Context: an optimization exercise on an open-source flow, tuned for small area, a short achievable clock period and few clock cycles. The choices shown serve that exercise and are no tape-out recipe. Where RTL was checked, it was by simulation tests only, not by an equivalence proof against the original.

==> inputs of trial 49 <==
## char_lcs_edit_script_unit
module char_lcs_edit_script_unit (
  input  logic       clk,
  input  logic       rst,
  input  logic       start,
  output logic       busy,
  input  logic [1:0] op,
  input  logic [7:0] ch,
  output logic       strobe,
  output logic [1:0] tag,
  output logic [7:0] ch_res,
  output logic       last,
  output logic       overflow
);
Settings: LEC_CHECK=0, CAP_MARGIN=20, CORE_MARGIN=2, CORE_UTILIZATION=55, CTS_CLUSTER_DIAMETER=80, CTS_CLUSTER_SIZE=24, SETUP_SLACK_MARGIN=4.8, SLEW_MARGIN=20, TNS_END_PERCENT=10; clock period 7.5 ns.
standard.sh (not shown) runs the stock make flow with config.mk's settings and CLKGATE_MAP_FILE= SYNTH_SCRIPT=/design/flow/synth_recipe.tcl, a recipe that flattens the netlist after the stock synthesis.
==> flow/flow/run.sh <==
#!/bin/bash
# the standard layout, with the port buffers taken from the plain buffer family
# (buf_4) instead of the delay cells buffer_ports picks by default; every input and
# output still gets its own buffer
set -o pipefail
cp standard.sh standard_sh_copy.txt
export BUFFER_PORTS_ARGS="-buffer_cell sky130_fd_sc_hd__buf_4"
bash standard.sh > standard_flow.log 2>&1
==> inputs of build 41, as changes to trial 49 <==
CORE_UTILIZATION = 40   (was 55)
SETUP_SLACK_MARGIN = 5   (was 4.8)
TNS_END_PERCENT = 5   (was 10)
==> inputs of build 37, as changes to trial 49 <==
--- a/flow/design.v
+++ b/flow/design.v
@@ -55,40 +55,54 @@
     S_TRACE,
     S_EMIT,
     S_FINAL
   } st_t;
   st_t state;
-  logic        busy_r, strobe_r, last_r, dropped, tab_ok, pb_v, all_d, cur_k, at_m;
+  logic        busy_r, strobe_r, last_r, dropped, tab_ok, all_d, cur_k, at_m;
+  logic        pa, pb, del_r;
+  logic [7:0]  ch_r;
   logic        tw_v, tw_rec, d_r;
   logic [1:0]  tag_r;
   logic [7:0]  chres_r;
   logic [4:0]  len_a, len_b, ba, ta, ei;
-  logic [3:0]  wslot, tw_slot;
+  logic [3:0]  wslot, tw_slot, lbm1;
   logic [15:0] prev_v, mt_r;
   logic [16:0] mask, cur_mask;
   logic [7:0]  mem_a [ML];
   logic [7:0]  mem_b [ML];
   logic [15:0] tab [ML];
-  logic acc, acc_a, acc_b, acc_run, app_a, app_b;
+  logic acc, acc_a, acc_b, acc_run, app_a, app_b, full_a, full_b;
+  assign full_a = len_a[4] | ((len_a == 5'd15) & pa);
+  assign full_b = len_b[4] | ((len_b == 5'd15) & pb);
   assign acc = start & ~busy_r & ~rst;
   assign acc_a = acc & (op == cled_pkg::OP_APPEND_A);
   assign acc_b = acc & (op == cled_pkg::OP_APPEND_B);
   assign acc_run = acc & (op == cled_pkg::OP_RUN);
-  assign app_a = acc_a & ~len_a[4];
-  assign app_b = acc_b & ~len_b[4];
+  assign app_a = acc_a & ~full_a;
+  assign app_b = acc_b & ~full_b;
+  logic   lb_zero_nx, tab_ok_nx;
+  st_t    run_st;
+  always_comb begin
+    lb_zero_nx = (len_b == '0) & ~pb;
+    tab_ok_nx = tab_ok & ~(pa & (len_b != '0));
+    if (lb_zero_nx) run_st = S_EMIT;
+    else if (tab_ok_nx) run_st = S_TRACE;
+    else run_st = S_REF0;
+  end
   logic [7:0]  cmp_ch, rd_b;
   logic [15:0] mt;
   always_comb begin
     rd_b = mem_b[ba[3:0]];
-    cmp_ch = (state == S_IDLE) ? ch : rd_b;
+    cmp_ch = (state == S_IDLE) ? ch_r : rd_b;
     for (int k = 0; k < ML; k++) mt[k] = (mem_a[k] == cmp_ch);
   end
-  logic [15:0] vnew, hc;
+  logic [15:0] vnew, hc, em;
   logic [15:0] gg [5];
   logic [15:0] pp [5];
   always_comb begin
-    gg[0] = mt_r & ~prev_v;
+    em = pb ? mt : mt_r;
+    gg[0] = em & ~prev_v;
     pp[0] = ~prev_v;
     for (int l = 0; l < 4; l++) begin
       for (int k = 0; k < ML; k++) begin
         if (k >= (1 << l)) begin
           gg[l+1][k] = gg[l][k] | (pp[l][k] & gg[l][k-(1<<l)]);
@@ -98,12 +112,12 @@
           pp[l+1][k] = pp[l][k];
         end
       end
     end
     hc = gg[4];
-    vnew[0] = mt_r[0] | prev_v[0];
-    for (int k = 1; k < ML; k++) vnew[k] = ~hc[k-1] & (mt_r[k] | prev_v[k]);
+    vnew[0] = em[0] | prev_v[0];
+    for (int k = 1; k < ML; k++) vnew[k] = ~hc[k-1] & (em[k] | prev_v[k]);
   end
   logic [16:0] mrow, sq, tt, newmask;
   logic        d;
   always_comb begin
     mrow = {mt_r, 1'b0};
@@ -135,23 +149,29 @@
     f_ident = all_d & f_eq & (len_a == len_b);
     f_last = ~f_del && (len_b == 5'd1) && (f_eq ? (len_a == 5'd1) : (len_a == '0));
     f_ch = (f_del | f_eq) ? mem_a[0] : mem_b[0];
     f_tag = f_del ? cled_pkg::TAG_DELETE : (f_eq ? cled_pkg::TAG_EQUAL : cled_pkg::TAG_INSERT);
   end
-  logic [4:0]  ei1, ni;
-  logic        del, eqs, step, lastn, ident;
+  logic [4:0]  ei1, ei2, ni;
+  logic        del, eqs, step, lastn, ident, tam, c1, c2, c3, del_nx;
+  logic [14:0] cm_lo;
   logic [1:0]  etag;
   logic [7:0]  ech;
   logic [15:0] rec;
   logic [16:0] rec_mask;
-  logic [15:0] cm_hi;
   always_comb begin
     rec = tab[ta[3:0]];
     for (int k = 0; k < 17; k++) rec_mask[k] = (5'(k) <= rec[4:0]);
     ei1 = ei + 5'd1;
-    cm_hi = cur_mask[16:1];
-    del = at_m ? (ei < len_a) : (cm_hi[ei[3:0]] & ~ei[4]);
+    ei2 = ei + 5'd2;
+    cm_lo = cur_mask[16:2];
+    tam = (ta == len_b);
+    c1 = at_m ? (ei1 < len_a) : ((ei[3:0] != 4'd15) & ~ei[4] & cm_lo[ei[3:0]]);
+    c2 = tam ? (ei1 < len_a) : (ei2 <= rec[4:0]);
+    c3 = tam ? (ei < len_a) : (ei1 <= rec[4:0]);
+    del = del_r;
+    del_nx = del ? c1 : (cur_k ? c2 : c3);
     eqs = ~del & cur_k;
     step = ~del;
     ni = (del | eqs) ? ei1 : ei;
     lastn = ((del | eqs) ? (ei1 == len_a) : (ei == len_a)) && (step ? (ta == len_b) : at_m);
     ech = (del | eqs) ? mem_a[ei[3:0]] : rd_b;
@@ -165,29 +185,29 @@
       strobe_r <= 1'b0;
       len_a <= '0;
       len_b <= '0;
       dropped <= 1'b0;
       tab_ok <= 1'b1;
-      pb_v <= 1'b0;
+      pa <= 1'b0;
+      pb <= 1'b0;
     end else begin
-      pb_v <= app_b;
-      if (app_a) begin
+      pa <= app_a;
+      pb <= app_b;
+      if (acc_run) busy_r <= 1'b1;
+      if (pa) begin
         len_a <= len_a + 5'd1;
         if (len_b != '0) tab_ok <= 1'b0;
       end
-      if (app_b) len_b <= len_b + 5'd1;
-      if ((acc_a & len_a[4]) | (acc_b & len_b[4])) dropped <= 1'b1;
+      if (pb) begin
+        len_b <= len_b + 5'd1;
+        lbm1 <= len_b[3:0];
+      end
+      if ((acc_a & full_a) | (acc_b & full_b)) dropped <= 1'b1;
       case (state)
-        S_IDLE:
-          if (acc_run) begin
-            busy_r <= 1'b1;
-            if (len_b == '0) state <= S_EMIT;
-            else if (tab_ok) state <= S_TRACE;
-            else state <= S_REF0;
-          end
+        S_IDLE: if (acc_run) state <= run_st;
         S_REF0: state <= S_REF;
-        S_REF: if ({1'b0, wslot} == len_b - 5'd1) state <= S_TRACE;
+        S_REF: if (wslot == lbm1) state <= S_TRACE;
         S_TRACE:
           if (wslot == 4'd0) begin
             strobe_r <= 1'b1;
             state <= (f_ident || f_last) ? S_FINAL : S_EMIT;
           end
@@ -208,46 +228,48 @@
       endcase
     end
   end
   always_ff @(posedge clk) begin
     if (tw_v) tab[tw_slot] <= tw_rec ? {10'd0, d_r, mbin} : prev_v;
-    tw_v <= pb_v | (state == S_REF) | (state == S_TRACE);
-    tw_slot <= wslot;
+    tw_v <= pb | (state == S_REF) | (state == S_TRACE);
+    tw_slot <= pb ? len_b[3:0] : wslot;
     tw_rec <= (state == S_TRACE);
   end
   always_ff @(posedge clk) begin
-    if (app_a) mem_a[len_a[3:0]] <= ch;
-    if (app_b) mem_b[len_b[3:0]] <= ch;
-    if (state == S_IDLE && len_b == '0) prev_v <= '0;
-    else if (pb_v) prev_v <= vnew;
+    ch_r <= ch;
+    if (pa) mem_a[len_a[3:0]] <= ch_r;
+    if (pb) mem_b[len_b[3:0]] <= ch_r;
+    if (pb) prev_v <= vnew;
+    else if (state == S_IDLE && len_b == '0) prev_v <= '0;
     case (state)
       S_IDLE: begin
-        if (app_b) begin
+        if (pb) begin
           mt_r <= mt;
           wslot <= len_b[3:0];
         end
-        for (int k = 0; k < 17; k++) mask[k] <= (5'(k) <= len_a);
+        for (int k = 0; k < 17; k++) mask[k] <= (5'(k) <= len_a) | (pa & (5'(k) == len_a + 5'd1));
         all_d <= 1'b1;
         ei <= '0;
-        if (tab_ok && len_b != '0) begin
-          ba <= len_b - 5'd2;
-          ta <= len_b - 5'd2;
+        if (tab_ok_nx && !lb_zero_nx) begin
+          ba <= pb ? len_b - 5'd1 : len_b - 5'd2;
+          ta <= pb ? len_b - 5'd1 : len_b - 5'd2;
         end else begin
           ba <= '0;
           ta <= 5'd1;
         end
-        at_m <= (len_b == '0);
+        at_m <= lb_zero_nx;
+        del_r <= (len_a != '0) | pa;
       end
       S_REF0: begin
         prev_v <= '0;
         mt_r <= mt;
         ba <= ba + 5'd1;
         wslot <= '0;
       end
       S_REF: begin
         prev_v <= vnew;
-        if ({1'b0, wslot} == len_b - 5'd1) begin
+        if (wslot == lbm1) begin
           ba <= {1'b0, wslot} - 5'd1;
           ta <= {1'b0, wslot} - 5'd1;
         end else begin
           mt_r <= mt;
           ba <= ba + 5'd1;
@@ -267,16 +289,19 @@
             ba <= '0;
             ta <= 5'd1;
             cur_mask <= newmask;
             cur_k <= d;
             at_m <= 1'b0;
+            del_r <= newmask[2];
           end else begin
             ba <= 5'd1;
             ta <= 5'd2;
             cur_mask <= mask;
             cur_k <= d_r;
             at_m <= (len_b == 5'd1);
+            if (len_b == 5'd1) del_r <= f_eq ? (len_a > 5'd1) : (len_a != '0);
+            else del_r <= f_eq ? mask[2] : mask[1];
           end
           if (f_ident) begin
             tag_r <= cled_pkg::TAG_WHOLE;
             chres_r <= '0;
             last_r <= 1'b1;
@@ -290,10 +315,11 @@
           ta <= ta - 5'd1;
         end
       end
       S_EMIT: begin
         ei <= ni;
+        del_r <= del_nx;
         if (step) begin
           ba <= ta;
           ta <= ta + 5'd1;
           cur_mask <= rec_mask;
           cur_k <= rec[5];
==> flow/run.sh (new file) <==
#!/bin/bash
# synth_recipe.tcl (not shown) runs the flow's synth.tcl, then flattens the netlist and writes it again
# the make line also repeats each setting of config.mk as NAME=value (left out here)
make -C /OpenROAD-flow-scripts/flow DESIGN_CONFIG=/design/flow/config.mk WORK_HOME=/design/flow/orfs CLKGATE_MAP_FILE= SYNTH_SCRIPT=/design/flow/synth_recipe.tcl finish
CORE_UTILIZATION = 40   (was 55)
CTS_CLUSTER_DIAMETER = unset   (was 80)
CTS_CLUSTER_SIZE = unset   (was 24)
SETUP_SLACK_MARGIN = 4.6   (was 4.8)
TNS_END_PERCENT = unset   (was 10)
removed: flow/flow/run.sh
removed: flow/standard.sh
==> inputs of trial 39, as changes to trial 49 <==
--- a/flow/design.v
+++ b/flow/design.v
@@ -141,17 +141,15 @@
   logic        del, eqs, step, lastn, ident;
   logic [1:0]  etag;
   logic [7:0]  ech;
   logic [15:0] rec;
   logic [16:0] rec_mask;
-  logic [15:0] cm_hi;
   always_comb begin
     rec = tab[ta[3:0]];
     for (int k = 0; k < 17; k++) rec_mask[k] = (5'(k) <= rec[4:0]);
     ei1 = ei + 5'd1;
-    cm_hi = cur_mask[16:1];
-    del = at_m ? (ei < len_a) : (cm_hi[ei[3:0]] & ~ei[4]);
+    del = at_m ? (ei < len_a) : (cur_mask[ei1[3:0]] & ~ei1[4]) | (cur_mask[16] & ei1 == 5'd16);
     eqs = ~del & cur_k;
     step = ~del;
     ni = (del | eqs) ? ei1 : ei;
     lastn = ((del | eqs) ? (ei1 == len_a) : (ei == len_a)) && (step ? (ta == len_b) : at_m);
     ech = (del | eqs) ? mem_a[ei[3:0]] : rd_b;
==> flow/run.sh (new file) <==
#!/bin/bash
# synth_recipe.tcl (not shown) runs the flow's synth.tcl, then flattens the netlist and writes it again
# the make line also repeats each setting of config.mk as NAME=value (left out here)
make -C /OpenROAD-flow-scripts/flow DESIGN_CONFIG=/design/flow/config.mk WORK_HOME=/design/flow/orfs CLKGATE_MAP_FILE= SYNTH_SCRIPT=/design/flow/synth_recipe.tcl finish
CORE_UTILIZATION = 40   (was 55)
CTS_CLUSTER_DIAMETER = unset   (was 80)
CTS_CLUSTER_SIZE = unset   (was 24)
SETUP_SLACK_MARGIN = 4.6   (was 4.8)
TNS_END_PERCENT = unset   (was 10)
removed: flow/flow/run.sh
removed: flow/standard.sh
==> notes <==
- Trial 49 went through all stages and came out clean. Trial 39 finished clean. Build 41 went through all stages and came out clean. Build 37 produced a clean layout.
- Against build 41, the final cell count of trial 49 is lower by 10%.
- Design area, highest first: build 37, trial 39, build 41, trial 49.
- Of trial 49 and build 37, build 37 has the higher via count (gap about 23%, measured against build 37).
- Clock skew: trial 49 < trial 39 < build 37 < build 41.
- Register-to-register slack: trial 49 is better than trial 39 (0.12 ns).
Testbench counts of trial 49, summed over its fixed seeds: cycles 15,636.
Testbench counts of build 41, summed over its fixed seeds: cycles 15,636.
Testbench counts of trial 39, summed over its fixed seeds: cycles 15,636.
No functional check of the RTL was part of build 37.

[static timing again, ports no longer ideal]
The flow's constraints put no driver on any port. The routed layouts listed below were extracted and timed again, unchanged, in two steps. Step 1, drivers: a clkbuf_16 drives clk and a buf_2 each remaining input, both assumed. Step 2 moves the port delays by t, midway between the first and last clock arrival at a register: inputs arrive t later, outputs are due t later. That takes back most of the time a late clock gives input paths. Three values: ideal, step 1, step 2; two values: the first two.
run | t, ns | slack for setup (ns) | hold WS [ns] | clock arrival spread, ns | cell pins on the clock port's net
trial 49 | 0.634 | 4.601 / 4.635 / 4.001 | 0.496 / 0.496 / 0.496 | 0.021 / 0.020 | 1
build 41 | 0.639 | 4.784 / 4.721 / 4.285 | 0.507 / 0.507 / 0.507 | 0.037 / 0.037 | 1
build 37 | 0.693 | 3.448 / 3.448 / 3.448 | 0.489 / 0.489 / 0.489 | 0.032 / 0.032 | 1
trial 39 | 0.671 | 4.583 / 4.581 / 3.998 | 0.487 / 0.487 / 0.487 | 0.029 / 0.030 | 1
After both steps every run listed still meets setup and hold. For trial 49, which loses most, drivers alone change the setup slack by +0.034 ns; drivers and shift together by -0.600 ns.
